What follows belongs to an exercise in optimizing a design on an open flow for small area, a short achievable clock period and few clock cycles; a production flow would make more cautious choices.
In this exercise RTL edits were held to simulation tests only and were not proved equivalent to the original.

==> design/flow/design.v <==
module alu_cmd_responder #(
   parameter int WIDTH = 32
) (
   input  logic             clk,
   input  logic             rst,
   input  logic             cmd_valid,
   output logic             cmd_ready,
   input  logic [3:0]       cmd_op,
   input  logic [WIDTH-1:0] cmd_p,
   input  logic [WIDTH-1:0] cmd_q,
   output logic             rsp_valid,
   input  logic             rsp_ready,
   output logic [WIDTH-1:0] rsp_result,
   output logic [1:0]       rsp_error,
   output logic             busy
);
   localparam logic [3:0] OP_NOP = 4'b0000;
   localparam logic [3:0] OP_ADD = 4'b0001;
   localparam logic [3:0] OP_MUL = 4'b0010;
   localparam logic [3:0] OP_DIV = 4'b0011;
   localparam logic [3:0] OP_SUB = 4'b0100;
   localparam logic [3:0] OP_CLR = 4'b1100;
   localparam logic [3:0] OP_POW = 4'b1111;
   localparam logic [1:0] ERR_OK  = 2'b00;
   localparam logic [1:0] ERR_OVF = 2'b01;
   localparam logic [1:0] ERR_DIV = 2'b10;
   localparam logic [1:0] ERR_ILL = 2'b11;
   localparam logic [1:0] IMM_ACC  = 2'd0;
   localparam logic [1:0] IMM_ZERO = 2'd1;
   localparam logic [1:0] IMM_ONE  = 2'd2;
   localparam logic [1:0] IMM_P    = 2'd3;
   function automatic logic [31:0] sqInit(input logic [31:0] r);
      sqInit = {r[30:8], 1'b0, r[7:0]};
   endfunction
   function automatic logic [31:0] sqNext(input logic [31:0] x);
      sqNext = {x[23:17], 1'b0, x[16:9], 16'd0};
   endfunction
   logic        bsy;         
   logic        v1;          
   logic        kSub, kMul, kDiv, kPow, kImm;
   logic [1:0]  immSel;
   logic [1:0]  immErr;
   logic [31:0] P1;
   logic [31:0] acc;         
   logic [1:0]  accErr;
   logic        rspV;
   logic [31:0] X;           
   logic [7:0]  D;           
   logic        cin;         
   logic        first;       
   logic        xs;          
   logic        ovf;
   logic [1:0]  k;           
   logic [4:0]  i;           
   logic        cf;          
   logic        phSq;        
   logic [2:0]  nb;          
   logic [3:0]  qs;          
   logic        done;        
   logic        last;        
   logic        lastE;       
   logic        accept;
   logic        free;        
   logic        rdy;
   logic        pZero, pSmall, qBig;
   logic [4:0]  q5;
   logic        dAdd, dSub, dMul, dDiv, dPow, dImm;
   logic [1:0]  dSel, dErr;
   logic [2:0]  dNb;
   logic [3:0]  dQs;
   logic        dLast;
   assign free   = ~rspV | rsp_ready;
   assign rdy    = ~v1 | (lastE & free);
   assign accept = cmd_valid & rdy;
   assign pZero  = (cmd_p == 32'd0);
   assign pSmall = (cmd_p[31:8] == 24'd0);
   assign qBig   = |cmd_q[31:5];
   assign q5     = cmd_q[4:0];
   always_comb begin
      dAdd = 1'b0; dSub = 1'b0; dMul = 1'b0; dDiv = 1'b0; dPow = 1'b0; dImm = 1'b0;
      dSel = IMM_ACC; dErr = ERR_OK;
      case (cmd_op)
         OP_NOP: dImm = 1'b1;
         OP_ADD: dAdd = 1'b1;
         OP_SUB: dSub = 1'b1;
         OP_MUL: dMul = 1'b1;
         OP_DIV: begin
            if (pZero) begin dImm = 1'b1; dErr = ERR_DIV; end
            else dDiv = 1'b1;
         end
         OP_CLR: begin dImm = 1'b1; dSel = IMM_ZERO; end
         OP_POW: begin
            if (qBig) begin dImm = 1'b1; dErr = ERR_ILL; end
            else if (q5 == 5'd0) begin dImm = 1'b1; dSel = IMM_ONE; end
            else if (q5 == 5'd1) begin dImm = 1'b1; dSel = IMM_P; end
            else dPow = 1'b1;
         end
         default: begin dImm = 1'b1; dErr = ERR_ILL; end
      endcase
      if (q5[4])      begin dNb = 3'd4; dQs = q5[3:0]; end
      else if (q5[3]) begin dNb = 3'd3; dQs = {q5[2:0], 1'b0}; end
      else if (q5[2]) begin dNb = 3'd2; dQs = {q5[1:0], 2'b0}; end
      else            begin dNb = 3'd1; dQs = {q5[0], 3'b0}; end
      dLast = dImm | dAdd | dSub | (dMul & pSmall)
            | (dPow & (q5 == 5'd2) & (cmd_p[15:8] == 8'd0));
   end
   logic        go;
   logic        sqMode;
   logic [31:0] sIn;
   logic [39:0] full;
   logic        mOvf;
   logic [3:0]  dnz;
   logic        restZero, restZero2;
   logic        finalMul;
   logic        nextSq;
   logic        borrow;
   logic        aLtP;
   logic [31:0] remIn;
   logic [32:0] tA, tB;
   logic        qA, qB;
   logic [31:0] remA, remB, quo2;
   logic        sk16, sk4;
   assign go = v1 & free;
   assign sqMode = kPow & phSq;
   assign sIn    = first ? 32'd0 : acc;
   assign full   = {8'd0, sIn} + X * D + {39'd0, cin};
   assign mOvf   = ovf | (|full[39:32]) | (xs & (|D));
   always_comb begin
      for (int j = 0; j < 4; j++) dnz[j] = |P1[8*j +: 8];
      if (sqMode) begin
         restZero  = k[0] | (X[16:9] == 8'd0);
         restZero2 = 1'b1;
      end else begin
         restZero  = ~|(dnz & (4'hE << k));
         restZero2 = ~|(dnz & (4'hC << k)) | (k == 2'd3);
      end
   end
   assign finalMul = kMul | ((nb == 3'd1) & (~phSq | ~qs[3]));
   assign nextSq   = ~(phSq & qs[3]);
   assign borrow = ~full[32];
   assign aLtP   = acc < P1;
   assign lastE  = last | (kDiv & cf & aLtP);
   assign remIn = cf ? 32'd0 : acc;
   assign tA    = {acc, X[31]} - {1'b0, P1};
   assign qA    = ~tA[32];
   assign remA  = qA ? tA[31:0] : {acc[30:0], X[31]};
   assign tB    = {remA, X[30]} - {1'b0, P1};
   assign qB    = ~tB[32];
   assign remB  = qB ? tB[31:0] : {remA[30:0], X[30]};
   assign quo2  = {X[29:0], qA, qB};
   assign sk16  = (i > 5'd8) & (remIn[31:16] == 16'd0) & ({remIn[15:0], X[31:16]} < P1);
   assign sk4   = (i > 5'd2) & (remIn[31:28] == 4'd0) & ({remIn[27:0], X[31:28]} < P1);
   logic        fin;
   logic [31:0] resVal;
   logic [1:0]  resErr;
   assign fin = go & lastE;
   always_comb begin
      resVal = acc;
      resErr = ERR_OK;
      if (done) begin
         resVal = acc;
         resErr = (kMul | kPow) ? {1'b0, ovf} : ERR_OK;
      end else if (kImm) begin
         case (immSel)
            IMM_ACC:  resVal = acc;
            IMM_ZERO: resVal = 32'd0;
            IMM_ONE:  resVal = 32'd1;
            default:  resVal = P1;
         endcase
         resErr = immErr;
      end else if (kSub) begin
         resVal = full[31:0];
         resErr = {1'b0, borrow};
      end else if (kDiv) begin
         resVal = cf ? 32'd0 : quo2;
      end else begin
         resVal = full[31:0];
         resErr = {1'b0, mOvf};
      end
   end
   logic v1N, rspVN, lastN;
   logic [31:0] accN;
   assign v1N   = accept ? 1'b1 : (fin ? 1'b0 : v1);
   assign rspVN = fin | (rspV & ~rsp_ready);
   logic        aFull, aRem, aQuo;
   logic [31:0] accE;
   assign aFull = (fin & ~done & ~kImm & ~kDiv) | (go & ~fin & ~done & (kMul | kPow));
   assign aRem  = go & ~fin & ~done & kDiv & ~cf & ~sk16 & ~sk4;
   assign aQuo  = fin & ~done & kDiv & ~cf;
   always_comb begin
      accE = acc;
      if (fin) begin
         if (~done & kImm) begin
            case (immSel)
               IMM_ACC:  accE = acc;
               IMM_ZERO: accE = 32'd0;
               IMM_ONE:  accE = 32'd1;
               default:  accE = P1;
            endcase
         end else if (~done & kDiv) begin
            accE = 32'd0;
         end
      end else if (go & ~done & kDiv) begin
         if (sk16) accE = {remIn[15:0], X[31:16]};
         else if (sk4) accE = {remIn[27:0], X[31:28]};
         else accE = 32'd0;
      end
   end
   logic aOth;
   assign aOth = ~aFull & ~aRem & ~aQuo;
   assign accN = ({32{aFull}} & full[31:0])
               | ({32{aRem & qB}} & tB[31:0])
               | ({32{aRem & ~qB}} & {remA[30:0], X[30]})
               | ({32{aQuo}} & quo2)
               | ({32{aOth}} & accE);
   logic        xFromAcc, xFull, xSqi, xQuo;
   logic [31:0] xE, xN;
   assign xFromAcc = ~(dAdd | dSub | dPow);
   assign xFull = accept ? (xFromAcc & aFull)
                         : (go & ~fin & (kMul | kPow) & restZero & ~finalMul);
   assign xSqi  = ~accept & nextSq;
   assign xQuo  = accept ? (xFromAcc & aQuo)
                         : (go & ~fin & ~done & kDiv & ~cf & ~sk16 & ~sk4);
   always_comb begin
      xE = X;
      if (accept) begin
         if (dAdd) xE = cmd_p;
         else if (dSub) xE = ~cmd_p;
         else if (dPow) xE = sqInit(cmd_p);
         else xE = accE;
      end else if (go & ~fin) begin
         if (kMul | kPow) begin
            if (~restZero) xE = sqMode ? sqNext(X) : {X[23:0], 8'd0};
         end else if (~done) begin
            if (sk16) xE = {X[15:0], 16'd0};
            else if (sk4) xE = {X[27:0], 4'd0};
         end
      end
   end
   logic xOth;
   assign xOth = ~xFull & ~xQuo;
   assign xN = ({32{xFull & xSqi}} & sqInit(full[31:0]))
             | ({32{xFull & ~xSqi}} & full[31:0])
             | ({32{xQuo}} & quo2)
             | ({32{xOth}} & xE);
   always_comb begin
      lastN = last;
      if (accept) lastN = dLast;
      else if (go & ~fin) begin
         if (kMul | kPow) begin
            lastN = finalMul & restZero2;
            if (restZero) begin
               if (finalMul) lastN = 1'b1;
               else if (~nextSq) lastN = (nb == 3'd1) & (P1[31:8] == 24'd0);
               else lastN = (nb == 3'd2) & ~qs[2] & (full[15:8] == 8'd0);
            end
         end else begin
            if (cf & aLtP) lastN = 1'b1;
            else if (sk16) lastN = (i == 5'd9);
            else if (sk4) lastN = (i == 5'd3);
            else if (cf) lastN = 1'b0;
            else lastN = (i == 5'd2);
         end
      end
   end
   always_ff @(posedge clk or posedge rst) begin
      if (rst) begin
         bsy  <= 1'b0;
         v1   <= 1'b0;
         rspV <= 1'b0;
         acc  <= 32'd0;
      end else begin
         bsy  <= v1N | rspVN;
         v1   <= v1N;
         rspV <= rspVN;
         acc  <= accN;
      end
   end
   logic eLate;
   logic hiNZ;
   logic [1:0] accErrN;
   assign eLate = fin & ~done & ~kImm & ~kDiv;
   assign hiNZ  = |full[39:32];
   always_comb begin
      accErrN = accErr;
      if (eLate) accErrN = {1'b0, kSub ? ~full[32] : (ovf | (xs & (|D)) | hiNZ)};
      else if (fin) accErrN = resErr;
   end
   always_ff @(posedge clk) begin
      accErr <= accErrN;
   end
   always_ff @(posedge clk) begin
      if (rdy) begin
         P1     <= cmd_p;
         kSub   <= dSub;
         kMul   <= dMul;
         kDiv   <= dDiv;
         kPow   <= dPow;
         kImm   <= dImm;
         immSel <= dSel;
         immErr <= dErr;
      end
   end
   always_ff @(posedge clk) begin
      last <= lastN;
      X    <= xN;
      if (accept) begin
         cf    <= 1'b1;
         k     <= 2'd0;
         i     <= 5'd16;
         done  <= 1'b0;
         phSq  <= 1'b1;
         nb    <= dNb;
         qs    <= dQs;
         xs    <= 1'b0;
         cin   <= dSub;
         first <= dMul | dPow;
         ovf   <= dPow & (|cmd_p[31:16]);
         if (dMul | dPow) D <= cmd_p[7:0];
         else D <= 8'd1;
      end else if (go & ~fin) begin
         cf <= 1'b0;
         if (kMul | kPow) begin
            ovf   <= mOvf;
            first <= 1'b0;
            if (~restZero) begin
               xs <= xs | (~sqMode & (|X[31:24]));
               D  <= sqMode ? X[16:9] : P1[8*(k+1) +: 8];
               k  <= k + 2'd1;
            end else begin
               first <= 1'b1;
               xs    <= 1'b0;
               k     <= 2'd0;
               if (finalMul) begin
                  done <= 1'b1;
               end else if (~nextSq) begin
                  phSq <= 1'b0;
                  D    <= P1[7:0];
               end else begin
                  phSq <= 1'b1;
                  nb   <= nb - 3'd1;
                  qs   <= {qs[2:0], 1'b0};
                  D    <= full[7:0];
                  ovf  <= mOvf | (|full[31:16]);
               end
            end
         end else begin
            if (cf & aLtP) begin
               done <= 1'b1;
            end else if (sk16) begin
               i <= i - 5'd8;
            end else if (sk4) begin
               i <= i - 5'd2;
            end else if (~cf) begin
               i <= i - 5'd1;
            end
         end
      end
   end
   assign cmd_ready  = rdy;
   assign busy       = bsy;
   assign rsp_valid  = rspV;
   assign rsp_result = acc;
   assign rsp_error  = accErr;
endmodule
==> design/flow/run.sh <==
#!/bin/bash
# synth_recipe.tcl (not shown) runs the flow's synth.tcl, then flattens the netlist and writes it again
# the make line also repeats each setting of config.mk as NAME=value (left out here)
make -C /OpenROAD-flow-scripts/flow DESIGN_CONFIG=/design/flow/config.mk WORK_HOME=/design/flow/orfs CLKGATE_MAP_FILE= SYNTH_SCRIPT=/design/flow/synth_recipe.tcl finish
==> design/flow/config.mk <==
export PLATFORM = sky130hd
export DESIGN_NAME = alu_cmd_responder
export DESIGN_NICKNAME = alu_cmd_responder
export VERILOG_FILES = /design/flow/design.v
export SDC_FILE = /design/flow/constraint.sdc
export NUM_CORES = 4
export LEC_CHECK = 0
export CAP_MARGIN = 20
export CORE_MARGIN = 2
export CORE_UTILIZATION = 45
export PLACE_DENSITY = 0.62
export SETUP_SLACK_MARGIN = 5
export SLEW_MARGIN = 20
==> design/flow/constraint.sdc <==
create_clock -name core_clock -period 11.0 [get_ports {clk}]
set_input_delay 2.2000 -clock core_clock [delete_from_list [all_inputs] [get_ports {clk}]]
set_output_delay 2.2000 -clock core_clock [all_outputs]
set_load 0.01 [all_outputs]
==> summary.txt, run 1 <==
status=no timing/DRC/antenna violations; Clock Path Buffers=2; Synth area leader=fa_1; endpoints failing setup=0; crit path max fanout=9; Synth warnings=1; TritonCTS clock tree=done; number of flops mapped to enable cells by yosys=61; first-pass GRT wire length=178000 µm; Clock Latency Late Sink=490 ps; initial antenna violation count=8; Final Cell Area=29800 µm²; DP HPWL=90100 µm; end-of-flow core utilization=53.0%; period utilisation layout=57.5%; Slew Limit Fails=0; f_max=158 MHz; # hold bufs at CTS=0; most frequent cells in the layout=nand2_1, inv_1, fa_1; # rows=87; CTS sink cnt=140; area of the multi-input gates=20800 µm²; post-synthesis sequential area ratio=14.0%; syn_nets=3710; GPL Wtd Cong=1.02; skew final=19.7 ps; commonest non-fill, non-tap cell in the layout=nand2_1; leading post-synthesis cells by cell area=fa_1, ha_1, edfxtp_1; core area=56300 µm²; mapped cell area=25500 µm²; initial DRC count=3275; Layout fillers=5340; drt first pass iters=8; Hold Vio Cnt, Final=0; startpoint type of the worst setup path=input pin; Area Growth Syn to Fin=16.7%; ys flop type=edfxtp_1; Rel. slew slack=12.6%; die height=242 µm; hold crit path type=flop to flop; Synth Area per Inst=8.00 µm²; worst path bufs/invs=3; Yosys reg bits=140; PortBufs=108; CTS clk-pin slew, worst paths=70 ps; Mapped Cells=3194; final antenna-violating net count=0; Critical Path RT=11400 ps; Placed Instance Area=27600 µm²; grt total ovfl=0; register area=3620 µm²; asr flop ratio synth=25.0%; root cell of the clock tree=clkbuf_16; I/O pins=109; Crit. End Element=flop; RSZ-0062 raised after global routing=true; Initial Util=45.4%; Total GRT Usage=40.6%; Final min period=6320 ps; DRC=0; Arr. time, crit path=6720 ps; via count of the routed design=27200; pin count of the biggest net entering global routing=48; post-DR wirelength/cell=29.7 µm; CTS buffer count=17; Routed Wire Length=121000 µm; crit-path cells=clkdlybuf4s50_1, nand2_1, nor3_1, nand4_1, nor2_1, nand2_1, inv_1, nor2_1, buf_4, a31oi_1, o221ai_1, nand3_1; Via density=6.65; Setup CP Type=input pin to flop; layout cells sized above 1=11.6%; Worst path slowest cell=a31oi_1; Cell variety after synth=93; final-stage net count=3836; number of global-route vias before repair=27000; max_cap viols=0; Die Area=58700 µm²; CP peak stage delay=1040 ps; area share of the largest cell type after synthesis=16.9%; Sum Neg Setup Slack=0 ps; Worst-Margin Slew=1310 ps; Die X-Extent=242 µm; largest delay contributor family on the critical path=simple AND/OR/NAND/NOR gates; H-tree lvl count=4
logic make-up (layout without fill, tap and decap cells):
kind of cell	Yosys count	count (layout)	share of synthesized area, %
adders and majority gates	444	444	28.1
other	0	3	0
DFF	140	140	14.0
xor gates and xnor gates	86	86	3.02
muxes	50	50	1.98
and+or+nand+nor	1053	1054	20.5
buffers and inverters	487	625	7.35
AOI/OAI and AO/OA	934	934	25.0
through the flow:
| stage | hold WS (ps) | worst slack (ps) | instances |
|---|---|---|---|
| final | 444 | 4680 | 4092 |
| after global routing | 484 | 4700 | 4090 |
| after CTS | 452 | 4890 | 4044 |
| after detailed placement | 443 | 3460 | 3965 |
| after global placement | 434 | 3650 | 3965 |
| after floorplan | 436 | 5070 | 3194 |
timing repair:
action / 4_1_cts / 5_1_grt
gates resized for setup: 113 / 80
endpoints found under the setup margin: 48 / 41
setup buffers: 42 / 44
gates cloned: 5 / 1
pin swaps: 32 / 56
cell type report:
class                      instances  share of cell area, %
multi-input combinational       2568                   69.8
sequential                       140                   12.2
inverter                         311                   3.94
timing repair buffer             282                   8.98
antenna                            3                 0.0252
clock buffer                      20                   1.46
tap                              756                   3.17
clock inverter                    12                  0.462
worst paths after layout:
path                            from         to  slack (ps)  depth (start not counted)
setup / recovery           cmd_op[2]      X[23]        4680                         12
hold / removal             accErr[1]  accErr[1]         440                          2
setup reg to reg               first        ovf        4900                         21
hold reg to reg            accErr[1]  accErr[1]         440                          2
max in group asynchronous        rst    acc[15]        8430                          3
min in group asynchronous        rst    acc[27]        2160                          3
per-layer routing:
layer | GRT usage [%] | wire (µm) | share of wire (%) | vias to the layer above
met2 | 62.8 | 52600 | 43 | 1741
li1 | - | - | - | 11700
met1 | 52.5 | 47800 | 39 | 13300
met3 | 9.86 | 13500 | 11 | 409
met5 | 0 | 49 | 0.040 | -
met4 | 21.2 | 7480 | 6.2 | 8
flip-flops by register name, summed over array words and instances, names as in the netlist, 2 cells and up:
signal,cells
acc,32
immErr,2
immSel,2
X,32
qs,4
P1,32
k,2
accErr,2
i,5
D,8
nb,3
cell usage after synthesis (all sizes together), types with 47 or more instances:
master and instances:
a21o 60, a21oi 199, and2 177, clkbuf 151, edfxtp 61, fa 215, ha 229, inv 311
nand2 332, nor2 183, nor2b 57, nor3 47, nor4 47, o21ai 224, xnor2 57
tightest hold or removal path: cells and delay by family, from the launching register on:
family / cells / cell delay [ps]
simple gates: 2 / 90
flops: 1 / 310
Testbench counts, summed over its fixed seeds: cycles 8,808.
==> run 2: changes to the inputs <==
--- a/design/flow/design.v
+++ b/design/flow/design.v
@@ -289,6 +289,17 @@
    always_ff @(posedge clk) begin
       accErr <= accErrN;
    end
+   logic ovfStep, ovfSqB, ovfN;
+   assign ovfStep = ~accept & go & ~fin & (kMul | kPow);
+   assign ovfSqB  = restZero & ~finalMul & nextSq;
+   always_comb begin
+      if (ovfStep) ovfN = ovf | (xs & (|D)) | hiNZ | (ovfSqB & (|full[31:16]));
+      else if (accept) ovfN = dPow & (|cmd_p[31:16]);
+      else ovfN = ovf;
+   end
+   always_ff @(posedge clk) begin
+      ovf <= ovfN;
+   end
    always_ff @(posedge clk) begin
       if (rdy) begin
          P1     <= cmd_p;
@@ -315,13 +326,11 @@
          xs    <= 1'b0;
          cin   <= dSub;
          first <= dMul | dPow;
-         ovf   <= dPow & (|cmd_p[31:16]);
          if (dMul | dPow) D <= cmd_p[7:0];
          else D <= 8'd1;
       end else if (go & ~fin) begin
          cf <= 1'b0;
          if (kMul | kPow) begin
-            ovf   <= mOvf;
             first <= 1'b0;
             if (~restZero) begin
                xs <= xs | (~sqMode & (|X[31:24]));
@@ -341,7 +350,6 @@
                   nb   <= nb - 3'd1;
                   qs   <= {qs[2:0], 1'b0};
                   D    <= full[7:0];
-                  ovf  <= mOvf | (|full[31:16]);
                end
             end
          end else begin
--- a/design/flow/config.mk
+++ b/design/flow/config.mk
@@ -7,7 +7,7 @@
 export LEC_CHECK = 0
 export CAP_MARGIN = 20
 export CORE_MARGIN = 2
-export CORE_UTILIZATION = 45
-export PLACE_DENSITY = 0.62
+export CORE_UTILIZATION = 40
+export PLACE_DENSITY = 0.6
 export SETUP_SLACK_MARGIN = 5
 export SLEW_MARGIN = 20
==> run 2 against run 1 <==
Net effect: now fails the layout checks on max-capacitance violations; setup slack gained 63 ps; cell area up 4.7%; first-iteration DRC count increased by 28%.
==> summary.txt, run 2 <==
status=complete, but fails checks; Fail Reasons=max-capacitance violations; Setup CP Type=flop to flop; CTS sink cnt=140; ys flop type=edfxtp_1; pin count of the biggest net entering global routing=53; most frequent cells in the layout=nand2_1, inv_1, fa_1; Routed Wire Length=122000 µm; Crit. End Element=flop; Die X-Extent=257 µm; Worst-Margin Slew=1420 ps; Synth area leader=fa_1; Yosys reg bits=140; Slew Limit Fails=0; period utilisation layout=56.9%; DP HPWL=85400 µm; commonest non-fill, non-tap cell in the layout=nand2_1; PortBufs=108; Arr. time, crit path=6500 ps; Post-Place Worst Slack=3650 ps; drt first pass iters=12; area of the multi-input gates=21400 µm²; Total GRT Usage=36.2%; hold crit path type=flop to flop; root cell of the clock tree=clkbuf_16; largest registers=P1 (32), X (32), acc (32); number of flops mapped to enable cells by yosys=61; die height=257 µm; DRC=0; final worst slack=4740 ps; CTS clk-pin slew, worst paths=80 ps; Die Area=66000 µm²; via count of the routed design=27600; Initial Util=40.5%; I/O pins=109; final antenna-violating net count=0; top-count cell post-synth=nand2_1; Critical Path RT=11240 ps; register area=3620 µm²; top post-synthesis cells by count=nand2_1, inv_1, ha_1, a21oi_1, fa_1; Placed Instance Area=27700 µm²; Layout fillers=6140; crit path max fanout=8; Clock Path Buffers=2; Final min period=6260 ps; initial DRC count=4197; # hold bufs at CTS=0; Rel. slew slack=2.74%; GPL Wtd Cong=1.05; syn_nets=3740; Clock Latency Late Sink=520 ps; area share of the largest cell type after synthesis=16.8%; grt total ovfl=0; Final Cell Area=31200 µm²; Post-Place Cells=4078; RSZ-0062 raised after global routing=true; startpoint type of the worst setup path=flop; asr flop ratio synth=25.0%; mapped cell area=25600 µm²; Via density=6.48; Synth Area per Inst=7.93 µm²; skew final=12.8 ps; final-stage net count=3909; Cell variety after synth=86; TritonCTS clock tree=done; H-tree lvl count=4; Post-Layout Cell Count=4260; Hold Vio Cnt, Final=0; first-pass GRT wire length=178000 µm; # rows=92; leading post-synthesis cells by cell area=fa_1, ha_1, edfxtp_1; CTS buffer count=17; core area=63100 µm²; Area Growth Syn to Fin=22.1%; number of global-route vias before repair=26900; post-DR wirelength/cell=28.5 µm; post-synthesis sequential area ratio=14.0%; endpoints failing setup=0; worst hold slack=467 ps; Synth warnings=1; max_cap viols=1; f_max=160 MHz; Sum Neg Setup Slack=0 ps; initial antenna violation count=4; Mapped Cells=3224; layout cells sized above 1=15.5%
-- run 2: cell types whose count changed in the layout (fill, tap and decap cells not counted), sizes merged, moves of 9 or more --
cell and delta:
a222oi -19, buf +50, mux2 +23, nor3 +11
a31oi +9, a22oi +17, nor2 +12, and3 -11
o21a -9, nand3 +34, mux2i -12, o21ai -20
a21oi +20
-- run 2: final timing paths --
check / slack (ps) / depth (start not counted) / startpoint / to
max: 4740 / 23 / first / ovf
min: 470 / 2 / accErr[1] / accErr[1]
max reg2reg: 4740 / 23 / first / ovf
min reg2reg: 470 / 2 / accErr[1] / accErr[1]
max in group asynchronous: 8420 / 3 / rst / acc[20]
min in group asynchronous: 2120 / 3 / rst / acc[4]
-- run 2: timing repair --
item | 4_1_cts | 5_1_grt
gates resized for setup | 235 | 116
setup buffers | 70 | 55
gates cloned | 15 | 2
endpoints found under the setup margin | 49 | 48
pin swaps | 75 | 72
-- run 2: cell type report --
cell class              instances  share of cell area, %
diodes                          8                 0.0642
clock buffers                  17                   1.36
clock inverters                15                  0.413
inverters                     305                   3.73
multi-input cells            2591                   68.5
flip-flops and latches        140                   11.6
well taps                     846                   3.39
repair buffers                338                   10.9
-- run 2: cells by family after synthesis --
group                    count (synthesis)  share of synthesized area [%]
AND/OR/NAND/NOR                       1077                           20.9
multiplexers                            61                           2.53
AO/OA/AOI/OAI                          920                           23.9
XOR/XNOR                                89                           3.11
flip-flops                             140                           14.0
adder cells (fa/ha/maj)                444                           28.0
buffers and inverters                  493                           7.44
-- run 2: metrics by stage --
step                util [%]
global route            49.4
detailed placement      43.9
finish                  49.5
floorplan                  -
global placement        43.9
CTS                     47.9
-- run 2: metal layers --
layer	global-route usage (%)	vias to the layer above	routed length, µm
met3	11.9	554	14600
met5	1.17	-	222
li1	-	11900	-
met2	53.5	1879	51000
met4	22.8	10	9450
met1	45.1	13300	46400
-- run 2: critical path, cell delays in order (launching register included) --
cell and delay, ps:
edfxtp_1 380, buf_6 160, buf_16 150, nand2b_4 150, fa_1 540, inv_1 60, fa_1 460, fa_1 570
inv_2 50, fa_1 520, inv_2 50, ha_4 280, a21o_1 170, nor2_1 60, a311o_2 440, o31ai_4 340
a21o_1 240, buf_6 120, a41oi_2 90, xor2_1 170, nand2_1 70, or4_4 520, a31oi_4 260, o211ai_1 110
Testbench counts of run 2, summed over its fixed seeds: cycles 8,808.

port drivers added, routing unchanged:
The flow's constraints put no driver on any port. The routed layouts listed below were extracted and timed again, unchanged, in two steps.
Step 1, drivers: a clkbuf_16 drives clk and a buf_2 each remaining input, both assumed.
Step 2 also shifts input and output timing later by t, the mid clock arrival at the registers, as if the neighbouring blocks saw the same clock.
a / b / c = ideal ports / drivers / drivers and shift; a / b = the first two.
| run | t (ns) | setup slack, ns | cell pins on the clock port's net |
|---|---|---|---|
| run 1 | 0.532 | 4.680 / 4.700 / 4.168 | 1 |
| run 2 | 0.570 | 4.743 / 4.743 / 4.476 | 1 |
The setup slack of run 1, which loses most, moves by +0.020 ns with the drivers and by -0.512 ns with both steps.
